Context: an optimization exercise on an open-source flow, tuned for small area, a short achievable clock period and few clock cycles per item. The choices shown serve that exercise and are no tape-out recipe. In this exercise RTL edits were held to simulation tests only and were not proved equivalent to the original.

**design/flow/flow/run.sh**
```bash
#!/bin/bash
set -uo pipefail
WORK=$(pwd)
RES=orfs/results/${FLOW_PLATFORM:-sky130hd}/bitmap_fit_allocator/base

# 1. The standard synthesis, in orfs/ where standard.sh keeps its results.
bash standard.sh synth > synth_standard.log 2>&1 || exit 1

# 2. The same synthesis without the adder cell mapping, in orfs_na/.
sed -e "s#WORK_HOME=[^ ]*#WORK_HOME=$WORK/orfs_na#" \
    -e 's#"\${@:-finish}"#ADDER_MAP_FILE= "${@:-finish}"#' standard.sh > standard_na.sh
RES_NA=orfs_na/results/${FLOW_PLATFORM:-sky130hd}/bitmap_fit_allocator/base
if bash standard_na.sh synth > synth_noadder.log 2>&1; then
  regs() {
    grep -oE 'sky130_fd_sc_hd__[a-z0-9]*df[a-z0-9]*_[0-9]+ +[^ (]+' "$1" | sort
  }
  regs $RES/1_2_yosys.v > regs_standard.txt
  regs $RES_NA/1_2_yosys.v > regs_noadder.txt
  if [[ -s regs_standard.txt ]] && cmp -s regs_standard.txt regs_noadder.txt; then
    echo "registers match: using the synthesis without adder cells" > synth_choice.log
    for f in 1_2_yosys.v 1_2_yosys.sdc 1_synth.odb 1_synth.sdc; do
      cp $RES_NA/$f $RES/$f
    done
  else
    echo "registers differ: using the standard synthesis" > synth_choice.log
    diff regs_standard.txt regs_noadder.txt >> synth_choice.log
  fi
else
  echo "synthesis without adder cells failed: using the standard synthesis" > synth_choice.log
fi

# 3. The rest of the standard flow, from the floorplan to the final DEF.
bash standard.sh > layout.log 2>&1
```
**design/flow/standard.sh**
```bash
#!/bin/bash
# synth_recipe.tcl (not shown) runs the flow's synth.tcl, then flattens the netlist and writes it again
# the make line also repeats each setting of config.mk as NAME=value (left out here)
make -C /OpenROAD-flow-scripts/flow DESIGN_CONFIG=/design/flow/config.mk WORK_HOME=/design/flow/orfs CLKGATE_MAP_FILE= SYNTH_SCRIPT=/design/flow/synth_recipe.tcl "${@:-finish}"
```
**design/flow/config.mk**
```make
export PLATFORM = sky130hd
export DESIGN_NAME = bitmap_fit_allocator
export DESIGN_NICKNAME = bitmap_fit_allocator
export VERILOG_FILES = /design/flow/design.v
export SDC_FILE = /design/flow/constraint.sdc
export NUM_CORES = 4
export LEC_CHECK = 0
export CAP_MARGIN = 20
export CORE_MARGIN = 2
export CORE_UTILIZATION = 40
export SETUP_SLACK_MARGIN = 5
export SLEW_MARGIN = 20
```
**design/flow/constraint.sdc**
```tcl
create_clock -name core_clock -period 15.0 [get_ports {clk}]
set_input_delay 3.0000 -clock core_clock [delete_from_list [all_inputs] [get_ports {clk}]]
set_output_delay 3.0000 -clock core_clock [all_outputs]
set_load 0.01 [all_outputs]
```
**design/flow/design.v**
```verilog
package bfa_pkg;
  localparam int Clusters = 1024;
  localparam int IdxW     = $clog2(Clusters);
  localparam int CntW     = IdxW + 1;
  localparam int WordW    = 16;
  localparam int Words    = Clusters / WordW;
  localparam int WordAw   = $clog2(Words);
  localparam int BitAw    = $clog2(WordW);
  localparam logic [0:0] ACT_ALLOC   = 1'b0;
  localparam logic [0:0] ACT_RELEASE = 1'b1;
  localparam logic [1:0] ALG_FIRST = 2'd0;
  localparam logic [1:0] ALG_BEST  = 2'd1;
  localparam logic [1:0] ALG_WORST = 2'd2;
  localparam logic [1:0] ALG_NONE  = 2'd3;   
  localparam logic [1:0] ST_OK       = 2'd0;
  localparam logic [1:0] ST_NOSPACE  = 2'd1;
  localparam logic [1:0] ST_NOFIT    = 2'd2;
  localparam logic [1:0] ST_BADRANGE = 2'd3;
  typedef struct packed {
    logic [0:0]      action;
    logic [1:0]      algorithm;
    logic [CntW-1:0] cluster_count;
    logic [IdxW-1:0] start_index;
  } req_t;
  typedef struct packed {
    logic [1:0]      status;
    logic [IdxW-1:0] granted_start;
    logic [CntW-1:0] granted_count;
    logic [CntW-1:0] free_count;
  } rsp_t;
endpackage
module bfa_tree #(
  parameter int LW = 7,     
  parameter int K0 = 0,     
  parameter int K1 = 7,     
  parameter int NI = 1 << (LW - K0),
  parameter int NO = 1 << (LW - K1)
) (
  input  logic [NI-1:0][LW:0]   pi, ti, li,
  input  logic [NI-1:0][LW-1:0] tsi, si,
  input  logic [NI-1:0]         vi,
  input  logic [10:0]           n,
  input  logic                  best,
  input  logic                  worst,
  output logic [NO-1:0][LW:0]   po, to, lo,
  output logic [NO-1:0][LW-1:0] tso, so,
  output logic [NO-1:0]         vo
);
  localparam int W = 1 << LW;
  logic [LW:0][W-1:0][LW:0]   P, T, L;
  logic [LW:0][W-1:0][LW-1:0] S, TS;
  logic [LW:0][W-1:0]         V;
  for (genvar i = 0; i < NI; i++) begin : g_in
    assign P[K0][i] = pi[i];   assign T[K0][i] = ti[i];   assign TS[K0][i] = tsi[i];
    assign V[K0][i] = vi[i];   assign L[K0][i] = li[i];   assign S[K0][i]  = si[i];
  end
  for (genvar k = K0; k < K1; k++) begin : g_lvl
    localparam logic [LW:0] SZ = (LW+1)'(1) << k;
    for (genvar i = 0; i < (W >> (k + 1)); i++) begin : g_node
      logic [LW:0]   lp, lt, rp, rt, ml, ll, rl;
      logic          lf, rf, mv, lv, rv, m_l, r_l, r_m, pick_m, pick_r;
      logic [LW-1:0] ls, rs, ms;
      assign lp = P[k][2*i];   assign lt = T[k][2*i];
      assign rp = P[k][2*i+1]; assign rt = T[k][2*i+1];
      assign lf = lp[k];       assign rf = rp[k];
      assign lv = V[k][2*i];   assign ll = L[k][2*i];   assign ls = S[k][2*i];
      assign rv = V[k][2*i+1]; assign rl = L[k][2*i+1];
      assign rs = S[k][2*i+1] | SZ[LW-1:0];
      assign ml = lt + rp;
      assign ms = (lt != '0) ? TS[k][2*i] : SZ[LW-1:0];
      assign mv = !lf && !rf && (ml != '0) && ({{(10-LW){1'b0}}, ml} >= n);
      assign m_l = (best && ml < ll) || (worst && ml > ll);
      assign r_l = (best && rl < ll) || (worst && rl > ll);
      assign r_m = (best && rl < ml) || (worst && rl > ml);
      assign pick_r = rv && (!lv || r_l) && (!mv || r_m);
      assign pick_m = !pick_r && mv && (!lv || m_l);
      assign P[k+1][i]  = !lf ? lp : rf ? (SZ << 1) : (rp | SZ);
      assign T[k+1][i]  = !rf ? rt : lf ? (SZ << 1) : (lt | SZ);
      assign TS[k+1][i] = rf ? ms : (TS[k][2*i+1] | SZ[LW-1:0]);
      assign V[k+1][i]  = lv || mv || rv;
      assign L[k+1][i]  = pick_r ? rl : (pick_m ? ml : ll);
      assign S[k+1][i]  = pick_r ? rs : (pick_m ? ms : ls);
    end
  end
  for (genvar i = 0; i < NO; i++) begin : g_out
    assign po[i]  = P[K1][i];  assign to[i] = T[K1][i];  assign tso[i] = TS[K1][i];
    assign vo[i]  = V[K1][i];  assign lo[i] = L[K1][i];  assign so[i]  = S[K1][i];
  end
endmodule
module bitmap_fit_allocator_unit (
  input  logic           clk,
  input  logic           rst,
  input  logic           req_valid,
  output logic           req_ready,
  input  bfa_pkg::req_t  req,
  output logic           rsp_valid,
  input  logic           rsp_ready,
  output bfa_pkg::rsp_t  rsp
);
  localparam int IdxW  = bfa_pkg::IdxW;    
  localparam int CntW  = bfa_pkg::CntW;    
  localparam int LW    = 7;
  localparam int W     = 1 << LW;          
  localparam int NW    = 1024 / W;         
  localparam int AW    = IdxW - LW;        
  localparam int KS    = 4;                
  localparam int NS    = W >> KS;          
  localparam logic [1:0] K_SCAN = 2'd0;    
  localparam logic [1:0] K_REL  = 2'd1;    
  localparam logic [1:0] K_BAD  = 2'd2;    
  localparam logic [1:0] M_IDLE = 2'd0;
  localparam logic [1:0] M_SCAN = 2'd1;
  localparam logic [1:0] M_WAIT = 2'd2;
  localparam logic [1:0] M_MARK = 2'd3;
  logic stall;
  logic r_valid;
  assign stall = r_valid && !rsp_ready;
  logic [W-1:0]  fmap [NW];
  logic [NW-1:1] wone;       
  logic [W-1:0]  rd;
  logic [AW-1:0] rp;         
  logic          wr_en;
  logic [W-1:0]  wr_word, wr_bus;
  assign wr_bus = wr_word | {W{rst}};
  always_ff @(posedge clk) begin
    for (int i = 0; i < NW; i++) begin
      if (rst || (wr_en && rp == AW'(i))) fmap[i] <= wr_bus;
    end
    for (int i = 1; i < NW; i++) begin
      if (rst || (wr_en && rp == AW'(i))) wone[i] <= &wr_bus;
    end
  end
  assign rd = fmap[rp];
  logic          nxt_v;
  bfa_pkg::req_t cur, nxt;
  logic          bad;        
  logic [1:0]    mode;
  logic [IdxW-1:0] lo;       
  logic alloc, best, worst, first;
  assign alloc = (cur.action == bfa_pkg::ACT_ALLOC);
  assign best  = (cur.algorithm == bfa_pkg::ALG_BEST);
  assign worst = (cur.algorithm == bfa_pkg::ALG_WORST);
  assign first = (cur.algorithm == bfa_pkg::ALG_FIRST);
  logic [IdxW-1:0] me;
  logic [W-1:0]    lo_mask, hi_mask, mk_mask, r_bits;
  logic            scanning;
  assign scanning = (mode == M_SCAN);
  assign me = lo + cur.cluster_count[IdxW-1:0] - 1'b1;
  always_comb begin
    for (int i = 0; i < W; i++) begin
      lo_mask[i] = (rp != lo[IdxW-1:LW]) || (LW'(i) >= lo[LW-1:0]);
      hi_mask[i] = scanning || (rp != me[IdxW-1:LW]) || (LW'(i) <= me[LW-1:0]);
    end
  end
  assign mk_mask = lo_mask & hi_mask;
  assign wr_word = alloc ? (rd & ~mk_mask) : (rd | mk_mask);
  logic [W-1:0] c_bits;
  assign r_bits  = rd & lo_mask;
  assign c_bits  = alloc ? r_bits : (~rd & mk_mask);
  logic mark_last;
  assign mark_last = (rp == me[IdxW-1:LW]);
  assign wr_en = (mode == M_MARK) && !bad && !stall;
  logic [W-1:0][LW:0]    lf_p;
  logic [W-1:0][LW-1:0]  lf_ts;
  logic [NS-1:0][LW:0]   r_p, r_t, r_l;
  logic [NS-1:0][LW-1:0] r_ts, r_s;
  logic [NS-1:0]         r_v;
  logic [LW:0]           r_cnt;
  for (genvar i = 0; i < W; i++) begin : g_leaf
    assign lf_p[i]  = (LW+1)'(r_bits[i]);
    assign lf_ts[i] = '0;
  end
  bfa_tree #(.LW(LW), .K0(0), .K1(KS)) u_tree_lo (
    .pi(lf_p), .ti(lf_p), .li('0), .tsi(lf_ts), .si(lf_ts), .vi('0),
    .n(cur.cluster_count), .best(best), .worst(worst),
    .po(r_p), .to(r_t), .lo(r_l), .tso(r_ts), .so(r_s), .vo(r_v)
  );
  always_comb begin
    r_cnt = '0;
    for (int i = 0; i < W; i++) r_cnt = r_cnt + (LW+1)'(c_bits[i]);
  end
  logic            t_v;
  logic [1:0]      t_k;
  logic            t_last;
  logic [AW-1:0]   t_w;
  logic [IdxW-1:0] t_s;
  logic [CntW-1:0] t_n;
  logic [LW:0]     t_cnt;
  logic [NS-1:0][KS:0]   t_p, t_t;
  logic [NS-1:0][KS-1:0] t_ts, t_l, t_s4;
  logic [NS-1:0]         t_vv;
  logic [NS-1:0][LW:0]   u_p, u_t, u_l;
  logic [NS-1:0][LW-1:0] u_ts, u_s;
  for (genvar i = 0; i < NS; i++) begin : g_mid
    assign u_p[i]  = (LW+1)'(t_p[i]);
    assign u_t[i]  = (LW+1)'(t_t[i]);
    assign u_l[i]  = (LW+1)'(t_l[i]);
    assign u_ts[i] = LW'(t_ts[i]);
    assign u_s[i]  = LW'(t_s4[i]);
  end
  logic [LW:0]   wpre, wsuf, wbl;
  logic          wbv;
  logic [LW-1:0] wbs, wts;
  bfa_tree #(.LW(LW), .K0(KS), .K1(LW)) u_tree_hi (
    .pi(u_p), .ti(u_t), .li(u_l), .tsi(u_ts), .si(u_s), .vi(t_vv),
    .n(cur.cluster_count), .best(best), .worst(worst),
    .po(wpre), .to(wsuf), .lo(wbl), .tso(wts), .so(wbs), .vo(wbv)
  );
  function automatic logic beats(input logic [CntW-1:0] l, input logic [CntW-1:0] ol);
    beats = (best && l < ol) || (worst && l > ol);
  endfunction
  logic            tail, wfull;
  logic [IdxW-1:0] base;
  logic [CntW-1:0] xtra, f_len;
  logic [IdxW-1:0] f_start, i_start;
  logic            fv, iv, pf;
  assign wfull = wpre[LW];
  assign base  = {t_w, {LW{1'b0}}};
  always_comb begin
    tail = 1'b1;
    for (int i = 1; i < NW; i++) if (AW'(i) > t_w && !wone[i]) tail = 1'b0;
  end
  assign xtra    = tail ? CntW'({~t_w, {LW{1'b0}}}) : '0;
  assign i_start = base | IdxW'(wbs);
  assign f_len   = CntW'(wsuf) + xtra;
  assign f_start = (wsuf == '0) ? {t_w + 1'b1, {LW{1'b0}}} : (base | IdxW'(wts));
  assign iv = wbv;
  assign fv = (f_len >= cur.cluster_count) && !wfull && (first || tail);
  assign pf = fv && (!iv || beats(f_len, CntW'(wbl)));
  logic [CntW-1:0] add_w, need_w;
  logic [CntW:0]   db_w, kf_w, kp_w;
  assign add_w  = wfull ? CntW'(W) + xtra : CntW'(wpre);
  assign need_w = (cur.cluster_count > add_w) ? cur.cluster_count - add_w : '0;
  assign db_w   = (CntW+1)'(pf ? f_len : CntW'(wbl)) - (CntW+1)'(add_w);
  assign kf_w   = (CntW+1)'(add_w) - (CntW+1)'(t_cnt);
  assign kp_w   = (CntW+1)'(wsuf) - (CntW+1)'(t_cnt);
  logic            c_v;
  logic [1:0]      c_k;
  logic            c_last;
  logic [IdxW-1:0] c_s;
  logic [CntW-1:0] c_n;
  logic [LW:0]     c_cnt;
  logic [IdxW-1:0] c_base;
  logic [CntW-1:0] c_add;     
  logic            c_ends;    
  logic            c_full;
  logic [LW:0]     c_suf;
  logic [IdxW-1:0] c_fs;
  logic            c_bv;
  logic [CntW-1:0] c_bl;
  logic [IdxW-1:0] c_bs;
  logic            c_tail;
  logic [CntW-1:0] c_need;    
  logic [CntW:0]   c_db;      
  logic [CntW:0]   c_kf, c_kp;  
  logic [CntW-1:0] cl;       
  logic [IdxW-1:0] cs;
  logic            hv;       
  logic [CntW-1:0] hl;
  logic [IdxW-1:0] hs;
  logic [CntW-1:0] unseen;   
  logic [CntW-1:0] free_total;
  logic [CntW-1:0] c_len;
  logic [IdxW-1:0] c_start;
  logic            cv;
  assign c_len   = cl + c_add;
  assign c_start = (cl == '0) ? c_base : cs;
  assign cv      = (cl >= c_need) && c_ends;
  logic            n_v;
  logic [CntW-1:0] n_l;
  logic [IdxW-1:0] n_s;
  always_comb begin
    logic pc, pb;
    logic b_c;
    b_c = (best && (c_db[CntW] || c_db[CntW-1:0] < cl)) ||
          (worst && !c_db[CntW] && c_db[CntW-1:0] > cl);
    pb = c_bv && (!hv || beats(c_bl, hl)) && (!cv || b_c);
    pc = !pb && cv && (!hv || beats(c_len, hl));
    n_v = hv || cv || c_bv;
    n_l = pb ? c_bl : pc ? c_len : hl;
    n_s = pb ? c_bs : pc ? c_start : hs;
  end
  logic [CntW-1:0] ncl, rem;
  logic [CntW:0]   rem_s;
  logic [IdxW-1:0] ncs;
  logic            scan_end, found;
  assign ncl    = c_full ? c_len : CntW'(c_suf);
  assign ncs    = c_full ? c_start : c_fs;
  assign rem_s  = c_full ? ((CntW+1)'(cl) + (CntW+1)'(unseen) + c_kf)
                         : ((CntW+1)'(unseen) + c_kp);
  assign rem    = rem_s[CntW-1:0];
  assign scan_end = c_v && (c_k == K_SCAN) &&
                    (c_tail || (first && n_v) || (rem < cur.cluster_count) ||
                     (best && n_v && n_l == cur.cluster_count) ||
                     (worst && n_v && n_l >= rem));
  assign found = n_v;
  logic [CntW-1:0] free_n;
  always_comb begin
    free_n = free_total;
    if (c_v && c_k == K_REL) free_n = free_total + CntW'(c_cnt);
    if (scan_end && found)   free_n = free_total - cur.cluster_count;
  end
  logic [1:0]      r_status;
  logic [IdxW-1:0] r_start;
  logic [CntW-1:0] r_count;
  logic            answer;
  assign answer = c_v && ((c_k == K_SCAN) ? scan_end : (c_k == K_BAD || c_last));
  logic r_done;
  always_comb begin
    r_done = 1'b0;
    case (mode)
      M_IDLE: r_done = 1'b1;
      M_SCAN, M_WAIT: r_done = bad;
      M_MARK: r_done = bad || mark_last;
      default: r_done = 1'b1;
    endcase
  end
  assign req_ready = !nxt_v;
  logic take, load;
  assign take = req_valid && req_ready;
  bfa_pkg::req_t src;
  assign src  = nxt_v ? nxt : req;
  assign load = !stall && r_done && (nxt_v || take);
  always_ff @(posedge clk) begin
    if (rst) begin
      nxt_v      <= 1'b0;
      mode       <= M_IDLE;
      t_v        <= 1'b0;
      c_v        <= 1'b0;
      r_valid    <= 1'b0;
      free_total <= CntW'(1024);
      unseen     <= CntW'(1024);
    end else begin
      if (r_valid && rsp_ready) r_valid <= 1'b0;
      if (take && !(load && !nxt_v)) begin
        nxt   <= req;
        nxt_v <= 1'b1;
      end else if (nxt_v && load) begin
        nxt_v <= 1'b0;
      end
      if (!stall) begin
        t_v    <= 1'b0;
        t_k    <= K_SCAN;
        t_last <= 1'b0;
        t_w    <= rp;
        t_s    <= lo;
        t_n    <= cur.cluster_count;
        t_cnt  <= r_cnt;
        for (int i = 0; i < NS; i++) begin
          t_p[i]  <= r_p[i][KS:0];
          t_t[i]  <= r_t[i][KS:0];
          t_ts[i] <= r_ts[i][KS-1:0];
          t_l[i]  <= r_l[i][KS-1:0];
          t_s4[i] <= r_s[i][KS-1:0];
          t_vv[i] <= r_v[i];
        end
        if (mode != M_IDLE && bad) begin
          t_v    <= 1'b1;
          t_k    <= K_BAD;
          t_last <= alloc;
        end else if (mode == M_SCAN) begin
          t_v    <= !scan_end;
          t_last <= (rp == AW'(NW - 1));
          if (rp == AW'(NW - 1)) mode <= M_WAIT;
          rp <= rp + 1'b1;
        end else if (mode == M_MARK) begin
          t_v    <= !alloc;
          t_k    <= K_REL;
          t_last <= mark_last;
          rp     <= rp + 1'b1;
        end
        if (load) begin
          cur  <= src;
          bad  <= (src.cluster_count == '0) ||
                  ((src.action == bfa_pkg::ACT_ALLOC)
                     ? (src.algorithm == bfa_pkg::ALG_NONE)
                     : ((CntW+1)'(src.start_index) + (CntW+1)'(src.cluster_count)
                        > (CntW+1)'(1024)));
          mode <= (src.action == bfa_pkg::ACT_ALLOC) ? M_SCAN : M_MARK;
          lo   <= src.start_index;
          rp   <= src.start_index[IdxW-1:LW];
        end else if (r_done) begin
          mode <= M_IDLE;
        end else if (scan_end) begin
          mode <= found ? M_MARK : M_IDLE;
          lo   <= n_s;
          rp   <= n_s[IdxW-1:LW];
        end
        c_v    <= t_v && !scan_end;
        c_k    <= t_k;
        c_last <= t_last;
        c_s    <= t_s;
        c_n    <= t_n;
        c_cnt  <= t_cnt;
        c_base <= base;
        c_add  <= add_w;
        c_ends <= first || !wfull || tail;
        c_full <= wfull;
        c_suf  <= wsuf;
        c_fs   <= f_start;
        c_bv   <= iv || fv;
        c_bl   <= pf ? f_len : CntW'(wbl);
        c_bs   <= pf ? f_start : i_start;
        c_tail <= tail;
        c_need <= need_w;
        c_db   <= db_w;
        c_kf   <= kf_w;
        c_kp   <= kp_w;
        if (load && src.action == bfa_pkg::ACT_ALLOC) begin
          cl <= '0; cs <= '0; hv <= 1'b0; hl <= '0; hs <= '0;
        end else if (c_v && c_k == K_SCAN) begin
          cl <= ncl; cs <= ncs; hv <= n_v; hl <= n_l; hs <= n_s;
        end
        free_total <= free_n;
        if (load && src.action == bfa_pkg::ACT_ALLOC) unseen <= free_n;
        else if (c_v && c_k == K_REL) unseen <= unseen + CntW'(c_cnt);
        else if (c_v && c_k == K_SCAN) unseen <= unseen - CntW'(c_cnt);
        if (answer) begin
          r_valid <= 1'b1;
          if (c_k == K_SCAN) begin
            r_status <= found ? bfa_pkg::ST_OK
                      : (free_total < cur.cluster_count) ? bfa_pkg::ST_NOSPACE
                                                         : bfa_pkg::ST_NOFIT;
            r_start  <= found ? n_s : '0;
            r_count  <= found ? cur.cluster_count : '0;
          end else if (c_k == K_REL) begin
            r_status <= bfa_pkg::ST_OK;
            r_start  <= c_s;
            r_count  <= c_n;
          end else begin
            r_status <= c_last ? bfa_pkg::ST_NOFIT : bfa_pkg::ST_BADRANGE;
            r_start  <= '0;
            r_count  <= '0;
          end
        end
      end
    end
  end
  assign rsp.status        = r_status;
  assign rsp.granted_start = r_start;
  assign rsp.granted_count = r_count;
  assign rsp.free_count    = free_total;
  assign rsp_valid         = r_valid;
endmodule
module bitmap_fit_allocator (
  input  logic        clk,
  input  logic        rst,
  input  logic        req_valid,
  output logic        req_ready,
  input  logic        req_action,
  input  logic [1:0]  req_algorithm,
  input  logic [10:0] req_count,
  input  logic [9:0]  req_start,
  output logic        rsp_valid,
  input  logic        rsp_ready,
  output logic [1:0]  rsp_status,
  output logic [9:0]  rsp_start,
  output logic [10:0] rsp_count,
  output logic [10:0] rsp_free
);
  bfa_pkg::req_t req;
  bfa_pkg::rsp_t rsp;
  assign req.action        = req_action;
  assign req.algorithm     = req_algorithm;
  assign req.cluster_count = req_count;
  assign req.start_index   = req_start;
  assign rsp_status = rsp.status;
  assign rsp_start  = rsp.granted_start;
  assign rsp_count  = rsp.granted_count;
  assign rsp_free   = rsp.free_count;
  bitmap_fit_allocator_unit u_unit (
    .clk       (clk),
    .rst       (rst),
    .req_valid (req_valid),
    .req_ready (req_ready),
    .req       (req),
    .rsp_valid (rsp_valid),
    .rsp_ready (rsp_ready),
    .rsp       (rsp)
  );
endmodule
```
==> results.toml, run 1 <==
[floorplanning]
core_area_um2 = 251000
row_count = 184
boundaryPins = 64
initial_core_util_pct = 40.1
die_width_um = 506
die_h_um = 506
dieArea_um2 = 256000

[worst_setup_path]
start_kind = "flop"
cp_slowest_stage_delay_ns = 0.82
slowest_stage = "a311oi_2"
crit_top_cell = "maj3_1"
critPathMaxFanout = 13
crit_arrival_ns = 10.46
required_ns = 15.63
end_kind = "flop"
path_class = "reg2reg"

[timing]
hold_violations = 0
period_share_pct = 65.5
finClkSkew_ns = 0.0794
grt_setup_unrepaired = "true"
holdWs_ns = 0.419
setup_viol = 0
tns_ns = 0
fmax_mhz = 102
report.final.slew_viol_count = 0
tightest_slew_ns = 1.28
relSlewSlack_pct = 14.1
finalCriticalPeriod_ns = 9.82
setup_slack_ns = 5.18

[cells_and_area]
area_delta_synth_final_pct = 13.5
drive_gt1_share_pct = 12.3
multi_input_area_um2 = 53500
utilization_pct = 45.6
nets = 10544
fillCellCount = 23836
register_area_um2 = 45600

[drt]
routed_wl_um = 474000
vias = 89780
drt-wirelength-per-cell_um = 33.8
firstDrtPassIters = 6
drc = 0
via_per_inst = 6.40
drt-initial-drc-count = 11369
ant_nets = 0

[global_route]
antenna_found_initial = 19
grt_pass1_vias = 82673
grt_pass1_wl_um = 651000
grt_usage_pct = 35.6
gr-total-overflow = 0
grt_max_degree = 162

[place]
place_ws_ns = 3.68
place_congestion = 1.04
hpwl_um = 357000
io_buffers = 63

[clocking]
htree_levels = 4
cts-buffers-inserted = 167
clk_pin_slew_worst_paths_ns = 0.06
cts-root-buf = "clkbuf_16"
cts.sinks = 1527
clkLatencyLatePin_ns = 0.88
clockBufferDepth = 3
tritoncts = "yes"

[synthesis]
synth.avg_cell_area_um2 = 9.67
synth_cells = 10421
netlist_area_um2 = 101000
synth_warnings = 3
synth_fp_nets = 10449

[hold_path]
hold_path_class = "reg2reg"

[status]
status = "finished clean"

[run]
cap_violations = 0
layout by cell type, fill, tap and decap left out, types with 99 or more instances in the layout:
cell type  count
nor2_1      1032
a31oi_1      158
o211ai_1     154
inv_1        293
mux2_2        99
o22ai_1      110
xnor2_1      557
xor2_1       189
nand2_1     1188
and2_1       105
nand3_1      215
nor3_1       167
maj3_1       320
a21oi_1      691
o21ai_0      685
mux2i_1      297
buf_4        385
edfxtp_1    1499
clkbuf_16    169
area by class of cell:
type	instances	area share [%]
diodes	13	0.0284
clock buffers	186	3.72
clock inverters	127	1.39
inverters	302	1.01
multi-input cells	8032	46.7
flip-flops and latches	1527	39.8
well taps	3348	3.66
repair buffers	486	3.60
layer usage:
metal  global-route usage (%)  share of wire, %  up-vias
met2                     54.4                44     4823
met4                     20.2               6.7        8
met3                     5.57               8.3      979
li1                         -                 -    39201
met5                        0             0.012        -
met1                     48.1                41    44769
metrics by stage:
stage          instances  cell area, um^2
4_1_cts            13934           113000
3_5_place_dp       13605           106000
3_3_place_gp       13604           106000
6_report           14021           114000
2_1_floorplan      10421           101000
5_1_grt            14010           114000
worst paths after layout:
kind	start	end	slack (ns)	cells after the start
setup / recovery	u_unit.t_p[9]$_SDFFCE_PN0P_	u_unit.c_db[11]$_DFFE_PP_	5.18	28
hold / removal	u_unit.t_n[7]$_DFFE_PP_	u_unit.c_n[7]$_DFFE_PP_	0.42	0
setup reg to reg	u_unit.t_p[9]$_SDFFCE_PN0P_	u_unit.c_db[11]$_DFFE_PP_	5.18	28
hold reg to reg	u_unit.t_n[7]$_DFFE_PP_	u_unit.c_n[7]$_DFFE_PP_	0.42	0
worst max-delay path, delay by kind of cell (launching register included):
family	cells	cell delay [ns]
fa+ha+maj	6	2.47
simple gates	3	0.86
xor+xnor	1	0.27
compound gates	14	4.28
mux	3	0.80
buf+inv	1	0.22
flops	1	0.74
state kept, by name (all words and copies together), names as in the netlist, 12 cells and up:
signal	flops
u_unit.nxt	24
u_unit.c_db	12
u_unit.t_t	40
u_unit.fmap	1024
u_unit.t_s4	32
u_unit.t_ts	32
u_unit.t_p	40
u_unit.cur	14
u_unit.t_l	32
what timing repair did:
item	4_1_cts	5_1_grt
pin swaps	6	30
gates cloned	0	4
hold buffers	0	0
buffers inserted	16	66
gates resized for setup	89	213
endpoints found under the setup margin	99	100
Testbench counts, summed over its fixed seeds: cycles 15,290, items 3,200.
==> inputs of run 2 (changes only) <==
==> design/flow/flow/run.sh (replaced) <==
#!/bin/bash
set -uo pipefail
WORK=$(pwd)
PLAT=${FLOW_PLATFORM:-sky130hd}
RES=orfs/results/$PLAT/bitmap_fit_allocator/base

# 1. The standard synthesis, in orfs/ where standard.sh keeps its results.
bash standard.sh synth > synth_standard.log 2>&1 || exit 1

# 2. The own synthesis, in orfs_own/, with a copy of ORFS's scripts whose abc
#    script is flow/abc_map.script.
rm -rf scripts_own
cp -r "$FLOW_HOME/scripts" scripts_own
cp flow/abc_map.script scripts_own/abc_speed.script
sed -e "s#WORK_HOME=[^ ]*#WORK_HOME=$WORK/orfs_own#" \
    -e "s#\"\${@:-finish}\"#ADDER_MAP_FILE= SCRIPTS_DIR=$WORK/scripts_own \"\${@:-finish}\"#" \
    standard.sh > standard_own.sh
RES_OWN=orfs_own/results/$PLAT/bitmap_fit_allocator/base
if bash standard_own.sh synth > synth_own.log 2>&1; then
  regs() {
    grep -oE 'sky130_fd_sc_hd__[a-z0-9]*df[a-z0-9]*_[0-9]+ +[^ (]+' "$1" | sort
  }
  regs $RES/1_2_yosys.v > regs_standard.txt
  regs $RES_OWN/1_2_yosys.v > regs_own.txt
  if [[ -s regs_standard.txt ]] && cmp -s regs_standard.txt regs_own.txt; then
    echo "registers match: using the own synthesis" > synth_choice.log
    for f in 1_2_yosys.v 1_2_yosys.sdc 1_synth.odb 1_synth.sdc; do
      cp $RES_OWN/$f $RES/$f
    done
  else
    echo "registers differ: using the standard synthesis" > synth_choice.log
    diff regs_standard.txt regs_own.txt >> synth_choice.log
  fi
else
  echo "own synthesis failed: using the standard synthesis" > synth_choice.log
fi

# 3. The rest of the standard flow, from the floorplan to the final DEF.
bash standard.sh > layout.log 2>&1
==> design/flow/flow/abc_map.script (new file) <==
strash
dch
map -B 0.9
buffer
upsize
dnsize
==> run 2 against run 1 <==
  * Cell area is 4.5% lower
  * First-iteration DRC count rose by 7.8%
  * Clock-buffer cell count is 15 higher
  * Critical path type unchanged
  * Worst hold slack worse by 0.016 ns
  * Synthesized cell count rose by 24%
  * Clock skew decreased by 0.020 ns
  * Fmax rose by 2.9%
  * Final cell count rose by 17%
  * Utilization decreased by 1.2 points
==> results.toml, run 2 <==
[timing]
finalCriticalPeriod_ns = 9.55
finClkSkew_ns = 0.0590
tns_ns = 0
period_share_pct = 63.7
tightest_slew_ns = 1.24
setup_viol = 0
report.final.slew_viol_count = 0
hold_violations = 0
grt_setup_unrepaired = "false"
fmax_mhz = 105
relSlewSlack_pct = 17.5

[floorplanning]
die_width_um = 501
initial_core_util_pct = 40.2
core_area_um2 = 246000
die_h_um = 501
dieArea_um2 = 251000
row_count = 182
boundaryPins = 64

[worst_setup_path]
slowest_stage = "edfxtp_1"
end_kind = "flop"
critPathMaxFanout = 18
start_kind = "flop"
r2r-end = "u_unit.t_s4[13]$_DFFE_PP_"
reg2reg_from = "u_unit.cur[17]$_DFFE_PP_"
crit_arrival_ns = 10.01
ff2ff_path_depth = 49
required_ns = 15.46
path_class = "reg2reg"
rrSetupSlack_ns = 5.45
cp_slowest_stage_delay_ns = 0.60

[clocking]
tritoncts = "yes"
clk_pin_slew_worst_paths_ns = 0.06
cts-buffers-inserted = 167
cts.sinks = 1527
cts-root-buf = "clkbuf_16"
clockBufferDepth = 3
clkLatencyLatePin_ns = 0.85
htree_levels = 4

[global_route]
grt_pass1_wl_um = 598000
grt_usage_pct = 32.5
gr-total-overflow = 0
grt_max_degree = 153
antenna_found_initial = 15
grt_pass1_vias = 85947

[cells_and_area]
drive_gt1_share_pct = 5.67
reg.largest.list = "u_unit.fmap: 1024 flops, u_unit.t_p: 40 flops, u_unit.t_t: 40 flops"
final_cell_mix = "nand2_1, inv_1, nor2_1, edfxtp_1, o21ai_0"
top_register = "u_unit.fmap"
area_delta_synth_final_pct = 10.3
nets = 13067
largest_reg_flops = 1024
utilization_pct = 44.4
fillCellCount = 24699
final_common_cell = "nand2_1"
stdcell_area_um2 = 109000

[synthesis]
synth_warnings = 3
synth.avg_cell_area_um2 = 7.63
synth_fp_nets = 12997
netlist_area_um2 = 99000
synth_cells = 12969

[drt]
drt-wirelength-per-cell_um = 25.6
via_per_inst = 5.82
routed_wl_um = 420000
drt-initial-drc-count = 12257
vias = 95378
firstDrtPassIters = 9
ant_nets = 0
drc = 0

[hold_path]
holdCritStartpoint = "u_unit.t_s[6]$_DFFE_PP_"
hold_path_depth = 0
hold_path_end = "u_unit.c_s[6]$_DFFE_PP_"
hold_path_class = "reg2reg"

[place]
post_dp_cell_area_um2 = 104000
io_buffers = 63
place_congestion = 1.15
hpwl_um = 311000

[status]
status = "finished clean"

[run]
cap_violations = 0
## run 2: what timing repair did
action | 4_1_cts | 5_1_grt
hold buffers | 0 | 0
endpoints found under the setup margin | 17 | 76
gates resized for setup | 3 | 49
buffers inserted | 0 | 6
gates cloned | 0 | 0
## run 2: worst max-delay path by stage
stage | from | cells after the start | slack (ns) | end
6_report | u_unit.cur[17]$_DFFE_PP_ | 49 | 5.45 | u_unit.t_s4[13]$_DFFE_PP_
5_1_grt | u_unit.rp[2]$_DFFE_PP_ | 46 | 5.00 | u_unit.t_s4[21]$_DFFE_PP_
4_1_cts | u_unit.cur[18]$_DFFE_PP_ | 47 | 5.09 | u_unit.t_s4[12]$_DFFE_PP_
3_5_place_dp | u_unit.cur[17]$_DFFE_PP_ | 47 | 4.57 | u_unit.t_s4[12]$_DFFE_PP_
3_3_place_gp | u_unit.cur[17]$_DFFE_PP_ | 47 | 4.62 | u_unit.t_s4[12]$_DFFE_PP_
2_1_floorplan | rsp_ready | 4 | 1.78 | u_unit.fmap[1][0]$_DFFE_PP_
## run 2: area by class of cell
class / count / area [um^2] / share of cell area (%)
clock buffer: 201 / 4330 / 3.96
tap: 3220 / 4030 / 3.69
sequential: 1527 / 45600 / 41.7
timing repair buffer: 252 / 2210 / 2.03
inverter: 1871 / 7110 / 6.51
clock inverter: 93 / 933 / 0.855
antenna: 9 / 22.5 / 0.0206
multi-input combinational: 9220 / 45000 / 41.2
## run 2: metal layers
metal / track usage, % / up-vias / wire (um)
li1: - / 44326 / -
met2: 50.2 / 5041 / 183000
met3: 6.36 / 1005 / 42000
met1: 42.4 / 45002 / 167000
met4: 18.5 / 4 / 28500
met5: 0 / - / 24
## run 2: metrics by stage
stage | worst slack (ns) | instances | hold slack (ns)
after floorplan | 1.78 | 12969 | 0.400
after global placement | 4.62 | 16082 | 0.401
after detailed placement | 4.57 | 16083 | 0.405
after CTS | 5.09 | 16377 | 0.398
after global routing | 5.00 | 16386 | 0.411
final | 5.45 | 16393 | 0.403
## run 2: critical path: cells and delay by family (launching register included)
kind	cells	cell delay [ns]
compound gates	11	1.43
buf+inv	15	3.02
flops	1	0.60
simple gates	23	3.90
==> inputs of run 3 (changes only) <==
--- a/design/flow/design.v
+++ b/design/flow/design.v
@@ -40,6 +40,7 @@
   input  logic [NI-1:0][LW-1:0] tsi, si,
   input  logic [NI-1:0]         vi,
   input  logic [10:0]           n,
+  input  logic [LW-1:1]         hz,     
   input  logic                  best,
   input  logic                  worst,
   output logic [NO-1:0][LW:0]   po, to, lo,
@@ -68,7 +69,12 @@
       assign rs = S[k][2*i+1] | SZ[LW-1:0];
       assign ml = lt + rp;
       assign ms = (lt != '0) ? TS[k][2*i] : SZ[LW-1:0];
-      assign mv = !lf && !rf && (ml != '0) && ({{(10-LW){1'b0}}, ml} >= n);
+      if (k == 0) begin : g_m0
+        assign mv = 1'b0;
+      end else begin : g_m
+        assign mv = !lf && !rf && (ml != '0) && hz[k] &&
+                    (ml >= ((LW+1)'(n) & ((LW+1)'(SZ << 1) - 1'b1)));
+      end
       assign m_l = (best && ml < ll) || (worst && ml > ll);
       assign r_l = (best && rl < ll) || (worst && rl > ll);
       assign r_m = (best && rl < ml) || (worst && rl > ml);
@@ -137,10 +143,8 @@
   logic [1:0]    mode;
   logic [IdxW-1:0] lo;       
   logic alloc, best, worst, first;
+  logic [LW-1:1] hz;         
   assign alloc = (cur.action == bfa_pkg::ACT_ALLOC);
-  assign best  = (cur.algorithm == bfa_pkg::ALG_BEST);
-  assign worst = (cur.algorithm == bfa_pkg::ALG_WORST);
-  assign first = (cur.algorithm == bfa_pkg::ALG_FIRST);
   logic [IdxW-1:0] me;
   logic [W-1:0]    lo_mask, hi_mask, mk_mask, r_bits;
   logic            scanning;
@@ -172,7 +176,7 @@
   end
   bfa_tree #(.LW(LW), .K0(0), .K1(KS)) u_tree_lo (
     .pi(lf_p), .ti(lf_p), .li('0), .tsi(lf_ts), .si(lf_ts), .vi('0),
-    .n(cur.cluster_count), .best(best), .worst(worst),
+    .n(cur.cluster_count), .hz(hz), .best(best), .worst(worst),
     .po(r_p), .to(r_t), .lo(r_l), .tso(r_ts), .so(r_s), .vo(r_v)
   );
   always_comb begin
@@ -203,7 +207,7 @@
   logic [LW-1:0] wbs, wts;
   bfa_tree #(.LW(LW), .K0(KS), .K1(LW)) u_tree_hi (
     .pi(u_p), .ti(u_t), .li(u_l), .tsi(u_ts), .si(u_s), .vi(t_vv),
-    .n(cur.cluster_count), .best(best), .worst(worst),
+    .n(cur.cluster_count), .hz(hz), .best(best), .worst(worst),
     .po(wpre), .to(wsuf), .lo(wbl), .tso(wts), .so(wbs), .vo(wbv)
   );
   function automatic logic beats(input logic [CntW-1:0] l, input logic [CntW-1:0] ol);
@@ -370,7 +374,11 @@
           rp     <= rp + 1'b1;
         end
         if (load) begin
-          cur  <= src;
+          cur   <= src;
+          best  <= (src.algorithm == bfa_pkg::ALG_BEST);
+          worst <= (src.algorithm == bfa_pkg::ALG_WORST);
+          first <= (src.algorithm == bfa_pkg::ALG_FIRST);
+          for (int k = 1; k < LW; k++) hz[k] <= (src.cluster_count >> (k + 1)) == '0;
           bad  <= (src.cluster_count == '0) ||
                   ((src.action == bfa_pkg::ACT_ALLOC)
                      ? (src.algorithm == bfa_pkg::ALG_NONE)
==> run 3 against run 2 <==
  * Fmax up 0.11%
  * Area after synthesis down 0.89%
  * Critical path depth down 12
  * Synthesized cell count down 1.7%
  * Still clean
  * Setup slack better by 0.011 ns
  * Sequential share of layout area up 0.43 points
  * Clock skew up 0.062 ns
  * Largest cell class unchanged
==> results.toml, run 3 <==
[status]
status = "finished clean"

[run]
cap_violations = 0

[clocking]
holdBufCountCts = 0
cts-buffers-inserted = 171
tritoncts = "yes"
cts.sinks = 1534
clkLatencyLatePin_ns = 0.88
htree_levels = 4
cts-root-buf = "clkbuf_16"
clockBufferDepth = 3
clk_pin_slew_worst_paths_ns = 0.06

[worst_setup_path]
required_ns = 15.58
crit_arrival_ns = 10.12
end_kind = "flop"
path_class = "reg2reg"
start_kind = "flop"
critPathMaxFanout = 83
crit_top_cell = "nand2_1"
slowest_stage = "edfxtp_1"
cp_slowest_stage_delay_ns = 0.62

[drt]
routed_wl_um = 410000
drt-initial-drc-count = 10901
drt-wirelength-per-cell_um = 25.3
via_per_inst = 5.70
vias = 92221
firstDrtPassIters = 8
drc = 0
ant_nets = 0

[timing]
tightest_slew_ns = 1.26
period_share_pct = 63.6
grt_setup_unrepaired = "true"
hold_violations = 0
finClkSkew_ns = 0.121
finalCriticalPeriod_ns = 9.54
setup_slack_ns = 5.46
relSlewSlack_pct = 15.7
report.final.slew_viol_count = 0
tns_ns = 0
setup_viol = 0
fmax_mhz = 105

[global_route]
busiest_layer = "met2"
grt.met2_usage_pct = 50.9
grt_max_degree = 156
grt_use_met3_pct = 4.80
grt_usage_pct = 32.0
grt_pass1_wl_um = 586000
gr-total-overflow = 0
antenna_found_initial = 10
grtUsageMet1_pct = 42.0
grt_pass1_vias = 84528

[synthesis]
synth_warnings = 3
synth.avg_cell_area_um2 = 7.69
synth_cells = 12749
netlist_area_um2 = 98100
synth_fp_nets = 12777

[cells_and_area]
fillCellCount = 24401
area_delta_synth_final_pct = 10.7
top_register = "u_unit.fmap"
finalNonFillerCells = 16191
nets = 12871
drive_gt1_share_pct = 5.75
largest_reg_flops = 1024
final_common_cell = "nand2_1"
final_cell_mix = "nand2_1, inv_1, nor2_1"
reg.largest.list = "u_unit.fmap: 1024 flops, u_unit.t_p: 40 flops, u_unit.t_t: 40 flops"

[floorplanning]
die_width_um = 499
boundaryPins = 64
dieArea_um2 = 249000
core_area_um2 = 243000
row_count = 181
die_h_um = 499
initial_core_util_pct = 40.3

[place]
dp_cells = 15861
io_buffers = 63
hpwl_um = 301000
place_ws_ns = 5.53
place_congestion = 1.11

[hold_path]
hold_path_class = "reg2reg"
## run 3: final cells by class
type / count / area [um^2] / share of cell area [%]
sequential: 1534 / 45800 / 42.2
multi-input combinational: 8893 / 43400 / 40.0
inverter: 2001 / 7530 / 6.94
clock buffer: 210 / 4480 / 4.13
tap: 3202 / 4010 / 3.69
timing repair buffer: 242 / 2170 / 2.00
clock inverter: 102 / 1150 / 1.06
antenna: 7 / 17.5 / 0.0161
## run 3: worst max-delay path, delay by kind of cell, from the launching register on
family | cells | cell delay [ns]
buf+inv | 9 | 2.05
compound gates | 9 | 1.66
flops | 1 | 0.62
simple gates | 19 | 4.76
## run 3: final timing paths
kind / from / to / slack, ns / cells after the start
setup reg to reg: u_unit.rp[1]$_DFFE_PP_ / u_unit.t_s4[13]$_DFFE_PP_ / 5.46 / 37
hold / removal: u_unit.t_k[0]$_SDFFCE_PP0P_ / u_unit.c_k[0]$_DFFE_PP_ / 0.42 / 0
hold reg to reg: u_unit.t_k[0]$_SDFFCE_PP0P_ / u_unit.c_k[0]$_DFFE_PP_ / 0.42 / 0
setup / recovery: u_unit.rp[1]$_DFFE_PP_ / u_unit.t_s4[13]$_DFFE_PP_ / 5.46 / 37
## run 3: through the flow
step           hold WS, ns  instance area [um^2]  util (%)
2_1_floorplan        0.400                 98200         -
3_3_place_gp         0.401                103000      42.2
3_5_place_dp         0.405                103000      42.2
4_1_cts              0.418                108000      44.5
5_1_grt              0.425                109000      44.6
6_report             0.417                109000      44.6
## run 3: per-layer routing
metal / routed length [um] / part of all wire (%)
met1: 167000 / 41
met2: 184000 / 45
met3: 33600 / 8.2
met4: 26000 / 6.3
met5: 27 / 0.0066
## run 3: repair_timing
action	4_1_cts	5_1_grt
buffers inserted	0	8
resized for setup	0	12
setup endpoints to repair	0	53
Testbench counts of run 3, summed over its fixed seeds: cycles 15,290, items 3,200.
==> inputs of run 4 (changes only) <==
--- a/design/flow/design.v
+++ b/design/flow/design.v
@@ -109,7 +109,7 @@
   localparam int W     = 1 << LW;          
   localparam int NW    = 1024 / W;         
   localparam int AW    = IdxW - LW;        
-  localparam int KS    = 4;                
+  localparam int KS    = 5;                
   localparam int NS    = W >> KS;          
   localparam logic [1:0] K_SCAN = 2'd0;    
   localparam logic [1:0] K_REL  = 2'd1;    
@@ -125,18 +125,22 @@
   logic [NW-1:1] wone;       
   logic [W-1:0]  rd;
   logic [AW-1:0] rp;         
+  logic [NW-1:0] rsel;       
   logic          wr_en;
   logic [W-1:0]  wr_word, wr_bus;
   assign wr_bus = wr_word | {W{rst}};
   always_ff @(posedge clk) begin
     for (int i = 0; i < NW; i++) begin
-      if (rst || (wr_en && rp == AW'(i))) fmap[i] <= wr_bus;
+      if (rst || (wr_en && rsel[i])) fmap[i] <= wr_bus;
     end
     for (int i = 1; i < NW; i++) begin
-      if (rst || (wr_en && rp == AW'(i))) wone[i] <= &wr_bus;
+      if (rst || (wr_en && rsel[i])) wone[i] <= &wr_bus;
     end
   end
-  assign rd = fmap[rp];
+  always_comb begin
+    rd = '0;
+    for (int i = 0; i < NW; i++) rd = rd | (fmap[i] & {W{rsel[i]}});
+  end
   logic          nxt_v;
   bfa_pkg::req_t cur, nxt;
   logic          bad;        
@@ -183,6 +187,11 @@
     r_cnt = '0;
     for (int i = 0; i < W; i++) r_cnt = r_cnt + (LW+1)'(c_bits[i]);
   end
+  logic r_tail, t_tail;
+  always_comb begin
+    r_tail = 1'b1;
+    for (int i = 1; i < NW; i++) if (AW'(i) > rp && !wone[i]) r_tail = 1'b0;
+  end
   logic            t_v;
   logic [1:0]      t_k;
   logic            t_last;
@@ -220,10 +229,7 @@
   logic            fv, iv, pf;
   assign wfull = wpre[LW];
   assign base  = {t_w, {LW{1'b0}}};
-  always_comb begin
-    tail = 1'b1;
-    for (int i = 1; i < NW; i++) if (AW'(i) > t_w && !wone[i]) tail = 1'b0;
-  end
+  assign tail = t_tail;
   assign xtra    = tail ? CntW'({~t_w, {LW{1'b0}}}) : '0;
   assign i_start = base | IdxW'(wbs);
   assign f_len   = CntW'(wsuf) + xtra;
@@ -347,6 +353,7 @@
         t_k    <= K_SCAN;
         t_last <= 1'b0;
         t_w    <= rp;
+        t_tail <= r_tail;
         t_s    <= lo;
         t_n    <= cur.cluster_count;
         t_cnt  <= r_cnt;
@@ -367,11 +374,13 @@
           t_last <= (rp == AW'(NW - 1));
           if (rp == AW'(NW - 1)) mode <= M_WAIT;
           rp <= rp + 1'b1;
+          rsel <= {rsel[NW-2:0], rsel[NW-1]};
         end else if (mode == M_MARK) begin
           t_v    <= !alloc;
           t_k    <= K_REL;
           t_last <= mark_last;
           rp     <= rp + 1'b1;
+          rsel   <= {rsel[NW-2:0], rsel[NW-1]};
         end
         if (load) begin
           cur   <= src;
@@ -387,12 +396,14 @@
           mode <= (src.action == bfa_pkg::ACT_ALLOC) ? M_SCAN : M_MARK;
           lo   <= src.start_index;
           rp   <= src.start_index[IdxW-1:LW];
+          rsel <= NW'(1) << src.start_index[IdxW-1:LW];
         end else if (r_done) begin
           mode <= M_IDLE;
         end else if (scan_end) begin
           mode <= found ? M_MARK : M_IDLE;
           lo   <= n_s;
           rp   <= n_s[IdxW-1:LW];
+          rsel <= NW'(1) << n_s[IdxW-1:LW];
         end
         c_v    <= t_v && !scan_end;
         c_k    <= t_k;
==> run 4 against run 3 <==
  * Die area fell by 1.6%
  * Largest cell class is now multi-input combinational cells
  * First-iteration DRC count rose by 5.6%
  * Highest routed layer unchanged
  * Final cell count fell by 0.81%
==> results.toml, run 4 <==
[status]
status = "finished clean"

[timing]
grt_setup_unrepaired = "false"
period_share_pct = 62.4
report.final.slew_viol_count = 0
tns_ns = 0
hold_violations = 0
fmax_mhz = 107
holdWs_ns = 0.383
finClkSkew_ns = 0.0701
setup_viol = 0
finalCriticalPeriod_ns = 9.36
tightest_slew_ns = 1.18
setup_slack_ns = 5.64
relSlewSlack_pct = 20.6

[worst_setup_path]
crit_arrival_ns = 9.89
cp_slowest_stage_delay_ns = 0.71
end_kind = "flop"
critPathLaunch = "u_unit.rsel[0]$_DFFE_PP_"
rrSetupSlack_ns = 5.64
critPathMaxFanout = 30
cp_top_family = "simple AND/OR/NAND/NOR gates"
crit_cells = 49
reg2reg_from = "u_unit.rsel[0]$_DFFE_PP_"
crit_top_cell = "nand2_1"
slowest_stage = "edfxtp_1"
required_ns = 15.53
r2r-end = "u_unit.t_s4[12]$_DFFE_PP_"
timing.critical_path.to = "u_unit.t_s4[12]$_DFFE_PP_"
ff2ff_path_depth = 49
worst-path-buf-inv = 6
path_class = "reg2reg"
start_kind = "flop"

[cells_and_area]
area_delta_synth_final_pct = 10.3
drive_gt1_share_pct = 7.03
final_common_cell = "nand2_1"
final_cell_mix = "nand2_1, inv_1, edfxtp_1"
top_register = "u_unit.fmap"
nets = 12761
largest_reg_flops = 1024

[drt]
drc = 0
vias = 91566
routed_wl_um = 399000
firstDrtPassIters = 9
drt-initial-drc-count = 11508
ant_nets = 0
drt-wirelength-per-cell_um = 24.8
via_per_inst = 5.70

[synthesis]
synth.avg_cell_area_um2 = 7.63
synth_fp_nets = 12688
synth_cells = 12660
synth_warnings = 3
netlist_area_um2 = 96500

[floorplanning]
die_h_um = 495
boundaryPins = 64
core_area_um2 = 240000
die_width_um = 495
initial_core_util_pct = 40.2
dieArea_um2 = 245000
row_count = 180

[hold_path]
hold_path_class = "reg2reg"

[clocking]
clkLatencyLatePin_ns = 0.88
cts.sinks = 1471
tritoncts = "yes"
clockBufferDepth = 3
cts-root-buf = "clkbuf_16"
cts-buffers-inserted = 164
clk_pin_slew_worst_paths_ns = 0.06
htree_levels = 4

[place]
place_ws_ns = 5.95
place_congestion = 1.12
io_buffers = 63
hpwl_um = 297000

[global_route]
antenna_found_initial = 11
grt_pass1_wl_um = 568000
gr-total-overflow = 0
grt_max_degree = 156
grt_usage_pct = 31.6
grt_pass1_vias = 81569

[run]
cap_violations = 0
## run 4: repair_timing
item                       4_1_cts  5_1_grt
buffers inserted                 0        0
hold buffers                     0        0
hold endpoints to repair         0        0
setup endpoints to repair        0        2
gates resized for setup          0        0
## run 4: cell type report
type,instances,area (um^2)
Clock buffer,201,4290
Inverter,1768,6660
Timing Repair Buffer,226,1980
Antenna cell,6,15.0
Multi-Input combinational cell,9102,44400
Fill cell,24092,134000
Sequential cell,1471,43900
Tap cell,3185,3990
Clock inverter,101,1220
## run 4: worst min-delay path by stage
| stage | start | to | slack, ns | cells after the start |
|---|---|---|---|---|
| after floorplan | u_unit.t_k[0]$_SDFFCE_PP0P_ | u_unit.c_k[0]$_DFFE_PP_ | 0.40 | 0 |
| after global placement | u_unit.t_s[7]$_DFFE_PP_ | u_unit.c_s[7]$_DFFE_PP_ | 0.40 | 0 |
| after detailed placement | u_unit.t_n[1]$_DFFE_PP_ | u_unit.c_n[1]$_DFFE_PP_ | 0.40 | 0 |
| after CTS | u_unit.t_n[3]$_DFFE_PP_ | u_unit.c_n[3]$_DFFE_PP_ | 0.38 | 0 |
| after global routing | u_unit.t_n[3]$_DFFE_PP_ | u_unit.c_n[3]$_DFFE_PP_ | 0.39 | 0 |
| final | u_unit.t_n[3]$_DFFE_PP_ | u_unit.c_n[3]$_DFFE_PP_ | 0.38 | 0 |
## run 4: metrics by stage
stage               utilization, %  std cells  area [um^2]
floorplan                        -      12660        96600
global route                  44.3      16056       106000
detailed placement            42.0      15749       101000
finish                        44.3      16060       106000
global placement              42.0      15749       101000
CTS                           44.3      16051       106000
## run 4: worst register-to-register path: cells and delay by family, from the launching register on
family,cells,cell delay [ns]
AO/OA/AOI/OAI,8,1.36
flip-flops,1,0.71
AND/OR/NAND/NOR,35,4.84
buffers and inverters,6,2.11
## run 4: routing by layer
layer	up-vias	part of all wire (%)	global-route usage, %
met1	43281	41	42.1
li1	42919	-	-
met3	880	8.9	5.26
met5	-	0.0070	0
met4	4	6.8	18.4
met2	4482	43	48.4
Testbench counts of run 4, summed over its fixed seeds: cycles 15,290, items 3,200.
==> inputs of run 5 (changes only) <==
--- a/design/flow/design.v
+++ b/design/flow/design.v
@@ -244,6 +244,9 @@
   assign db_w   = (CntW+1)'(pf ? f_len : CntW'(wbl)) - (CntW+1)'(add_w);
   assign kf_w   = (CntW+1)'(add_w) - (CntW+1)'(t_cnt);
   assign kp_w   = (CntW+1)'(wsuf) - (CntW+1)'(t_cnt);
+  logic beq_w, nge_w;
+  assign beq_w  = (pf ? f_len : CntW'(wbl)) == cur.cluster_count;
+  assign nge_w  = cur.cluster_count >= add_w;
   logic            c_v;
   logic [1:0]      c_k;
   logic            c_last;
@@ -263,11 +266,14 @@
   logic [CntW-1:0] c_need;    
   logic [CntW:0]   c_db;      
   logic [CntW:0]   c_kf, c_kp;  
+  logic            c_beq;     
+  logic            c_nge;     
   logic [CntW-1:0] cl;       
   logic [IdxW-1:0] cs;
   logic            hv;       
   logic [CntW-1:0] hl;
   logic [IdxW-1:0] hs;
+  logic            heq;      
   logic [CntW-1:0] unseen;   
   logic [CntW-1:0] free_total;
   logic [CntW-1:0] c_len;
@@ -276,11 +282,11 @@
   assign c_len   = cl + c_add;
   assign c_start = (cl == '0) ? c_base : cs;
   assign cv      = (cl >= c_need) && c_ends;
-  logic            n_v;
+  logic            n_v, n_eq;
   logic [CntW-1:0] n_l;
   logic [IdxW-1:0] n_s;
+  logic            pc, pb;
   always_comb begin
-    logic pc, pb;
     logic b_c;
     b_c = (best && (c_db[CntW] || c_db[CntW-1:0] < cl)) ||
           (worst && !c_db[CntW] && c_db[CntW-1:0] > cl);
@@ -289,6 +295,7 @@
     n_v = hv || cv || c_bv;
     n_l = pb ? c_bl : pc ? c_len : hl;
     n_s = pb ? c_bs : pc ? c_start : hs;
+    n_eq = pb ? c_beq : pc ? (c_nge && cl == c_need) : heq;
   end
   logic [CntW-1:0] ncl, rem;
   logic [CntW:0]   rem_s;
@@ -299,10 +306,12 @@
   assign rem_s  = c_full ? ((CntW+1)'(cl) + (CntW+1)'(unseen) + c_kf)
                          : ((CntW+1)'(unseen) + c_kp);
   assign rem    = rem_s[CntW-1:0];
+  logic ge_rem;
+  assign ge_rem = pb ? (c_bl >= rem) : pc ? (c_len >= rem) : (hl >= rem);
   assign scan_end = c_v && (c_k == K_SCAN) &&
                     (c_tail || (first && n_v) || (rem < cur.cluster_count) ||
-                     (best && n_v && n_l == cur.cluster_count) ||
-                     (worst && n_v && n_l >= rem));
+                     (best && n_v && n_eq) ||
+                     (worst && n_v && ge_rem));
   assign found = n_v;
   logic [CntW-1:0] free_n;
   always_comb begin
@@ -425,10 +434,12 @@
         c_db   <= db_w;
         c_kf   <= kf_w;
         c_kp   <= kp_w;
+        c_beq  <= beq_w;
+        c_nge  <= nge_w;
         if (load && src.action == bfa_pkg::ACT_ALLOC) begin
-          cl <= '0; cs <= '0; hv <= 1'b0; hl <= '0; hs <= '0;
+          cl <= '0; cs <= '0; hv <= 1'b0; hl <= '0; hs <= '0; heq <= 1'b0;
         end else if (c_v && c_k == K_SCAN) begin
-          cl <= ncl; cs <= ncs; hv <= n_v; hl <= n_l; hs <= n_s;
+          cl <= ncl; cs <= ncs; hv <= n_v; hl <= n_l; hs <= n_s; heq <= n_eq;
         end
         free_total <= free_n;
         if (load && src.action == bfa_pkg::ACT_ALLOC) unseen <= free_n;
--- a/design/flow/flow/run.sh
+++ b/design/flow/flow/run.sh
@@ -35,5 +35,11 @@
   echo "own synthesis failed: using the standard synthesis" > synth_choice.log
 fi
 
-# 3. The rest of the standard flow, from the floorplan to the final DEF.
-bash standard.sh > layout.log 2>&1
+# 3. The rest of the standard flow, from the floorplan to the final DEF, with
+#    the resizer aiming at REPAIR_MARGIN ns of setup slack (at the design's
+#    clock period and constraints) instead of config.mk's SETUP_SLACK_MARGIN.
+REPAIR_MARGIN=$(cat flow/repair_margin.txt)
+sed -e "s#SETUP_SLACK_MARGIN=[^ ]*##" \
+    -e "s#\"\${@:-finish}\"#SETUP_SLACK_MARGIN=$REPAIR_MARGIN \"\${@:-finish}\"#" \
+    standard.sh > standard_layout.sh
+bash standard_layout.sh > layout.log 2>&1
==> design/flow/flow/repair_margin.txt (new file) <==
8
==> run 5 against run 4 <==
  * Cell area up 15%
  * Clock-buffer cell count down 9
  * Register-to-register slack better by 2.2 ns
  * Synthesized cell count up 0.47%
  * Sequential share of layout area down 5.4 points
  * Sequential cell count up 3
  * Worst hold slack better by 0.035 ns
  * Area after synthesis up 0.42%
  * Critical path depth down 6
  * Non-clock buffer count up 749
==> results.toml, run 5 <==
[timing]
finalCriticalPeriod_ns = 7.15
tns_ns = 0
relSlewSlack_pct = 18.0
period_share_pct = 47.7
tightest_slew_ns = 1.22
fmax_mhz = 140
grt_setup_unrepaired = "true"
hold_violations = 0
setup_viol = 0
report.final.slew_viol_count = 0
finClkSkew_ns = 0.0521

[worst_setup_path]
crit_arrival_ns = 7.71
crit_top_cell = "nand2_1"
required_ns = 15.55
start_kind = "flop"
cp_slowest_stage_delay_ns = 0.77
slowest_stage = "edfxtp_1"
worst-path-buf-inv = 6
path_class = "reg2reg"
critPathMaxFanout = 19
end_kind = "flop"
cp_top_family = "simple AND/OR/NAND/NOR gates"

[clocking]
tritoncts = "yes"
cts-root-buf = "clkbuf_16"
cts.sinks = 1474
clk_pin_slew_worst_paths_ns = 0.06
holdBufCountCts = 0
clockBufferDepth = 3
htree_levels = 4
cts-buffers-inserted = 158
clkLatencyLatePin_ns = 0.85

[place]
dp_cells = 15799
hpwl_um = 296000
place_congestion = 1.07
post_dp_cell_area_um2 = 101000
io_buffers = 63

[floorplanning]
boundaryPins = 64
initial_core_util_pct = 40.3
row_count = 180
dieArea_um2 = 246000
die_h_um = 496
core_area_um2 = 241000
die_width_um = 496

[drt]
drc = 0
routed_wl_um = 446000
ant_nets = 0
firstDrtPassIters = 8
via_per_inst = 5.86
drt-initial-drc-count = 13164
drt-wirelength-per-cell_um = 26.4
vias = 98841

[hold_path]
hold_path_class = "reg2reg"

[cells_and_area]
drive_gt1_share_pct = 23.1
nets = 13577
final_common_cell = "nand2_1"
fillCellCount = 22707
top_register = "u_unit.fmap"
final_cell_mix = "nand2_1, inv_1, edfxtp_1"
area_delta_synth_final_pct = 26.8
stdcell_area_um2 = 123000
finalNonFillerCells = 16881
largest_reg_flops = 1024

[synthesis]
synth_fp_nets = 12748
netlist_area_um2 = 96900
synth.avg_cell_area_um2 = 7.62
synth_cells = 12720
synth_warnings = 3

[global_route]
gr-total-overflow = 0
grt_usage_pct = 32.9
antenna_found_initial = 19
grt_max_degree = 89
grt_pass1_wl_um = 591000
grt_pass1_vias = 84506

[status]
status = "finished clean"

[run]
cap_violations = 0
## run 5: routing by layer
layer / track usage [%] / vias up / routed length (um)
met3: 6.46 / 1290 / 49500
met5: 0 / - / 44
met4: 18.1 / 6 / 34500
met1: 43.8 / 47007 / 172000
met2: 50.4 / 5797 / 190000
li1: - / 44741 / -
## run 5: metrics by stage
| step | util [%] | setup slack [ns] | hold WS, ns |
|---|---|---|---|
| after CTS | 46.2 | 7.99 | 0.417 |
| final | 51.0 | 7.85 | 0.417 |
| after floorplan | - | 4.90 | 0.400 |
| after global routing | 51.0 | 7.49 | 0.424 |
| after global placement | 42.1 | 6.34 | 0.401 |
| after detailed placement | 42.1 | 6.38 | 0.405 |
## run 5: final cells by class
class                           instances  area [um^2]  area share, %
Clock inverter                         96         1060          0.859
Inverter                             1801         7070           5.76
Antenna cell                           19         47.5         0.0387
Sequential cell                      1474        44000           35.8
Clock buffer                          192         4110           3.35
Timing Repair Buffer                  975         9930           8.08
Tap cell                             3185         3990           3.24
Multi-Input combinational cell       9139        52700           42.9
## run 5: timing repair
action	CTS	global route
buffers inserted	162	538
endpoints found under the setup margin	90	119
gates cloned	22	52
endpoints found under the hold margin	0	0
gates resized for setup	675	1669
pin swaps	89	412
## run 5: path summary, 6_finish.rpt
path                       startpoint                         to  slack, ns  cells past startpoint
min           u_unit.t_s[5]$_DFFE_PP_    u_unit.c_s[5]$_DFFE_PP_       0.42                      0
max reg2reg  u_unit.cur[19]$_DFFE_PP_  u_unit.t_cnt[1]$_DFFE_PP_       7.85                     43
max          u_unit.cur[19]$_DFFE_PP_  u_unit.t_cnt[1]$_DFFE_PP_       7.85                     43
min reg2reg   u_unit.t_s[5]$_DFFE_PP_    u_unit.c_s[5]$_DFFE_PP_       0.42                      0
Testbench counts of run 5, summed over its fixed seeds: cycles 15,290, items 3,200.

## what the ideal ports hide
The results above use ideal ports. As a check the final layouts listed here were re-extracted and re-timed, cells and wires unchanged.
Step 1: set_driving_cell puts a clkbuf_16 on clk and a buf_2 on each other input, an assumption about the parent block.
Step 2 times the ports against the registers' clock, not the clock port: input delays grow and output delays shrink by t, the midpoint of the rising clock arrivals with the driver on.
a / b / c = ideal ports / drivers / drivers and shift; a / b = the first two.
run | t, ns | slack for setup (ns) | worst hold slack (ns)
run 1 | 0.938 | 5.176 / 5.176 / 5.176 | 0.419 / 0.419 / 0.419
run 2 | 0.916 | 5.449 / 5.449 / 5.449 | 0.403 / 0.403 / 0.403
run 3 | 0.915 | 5.459 / 5.459 / 5.459 | 0.417 / 0.417 / 0.417
run 4 | 0.923 | 5.643 / 5.643 / 5.643 | 0.383 / 0.383 / 0.383
run 5 | 0.921 | 7.847 / 7.847 / 7.252 | 0.417 / 0.417 / 0.417
After both steps setup and hold are still met in every run listed. For run 5, which loses most, drivers alone change the setup slack by 0.000 ns; drivers and shift together by -0.595 ns.
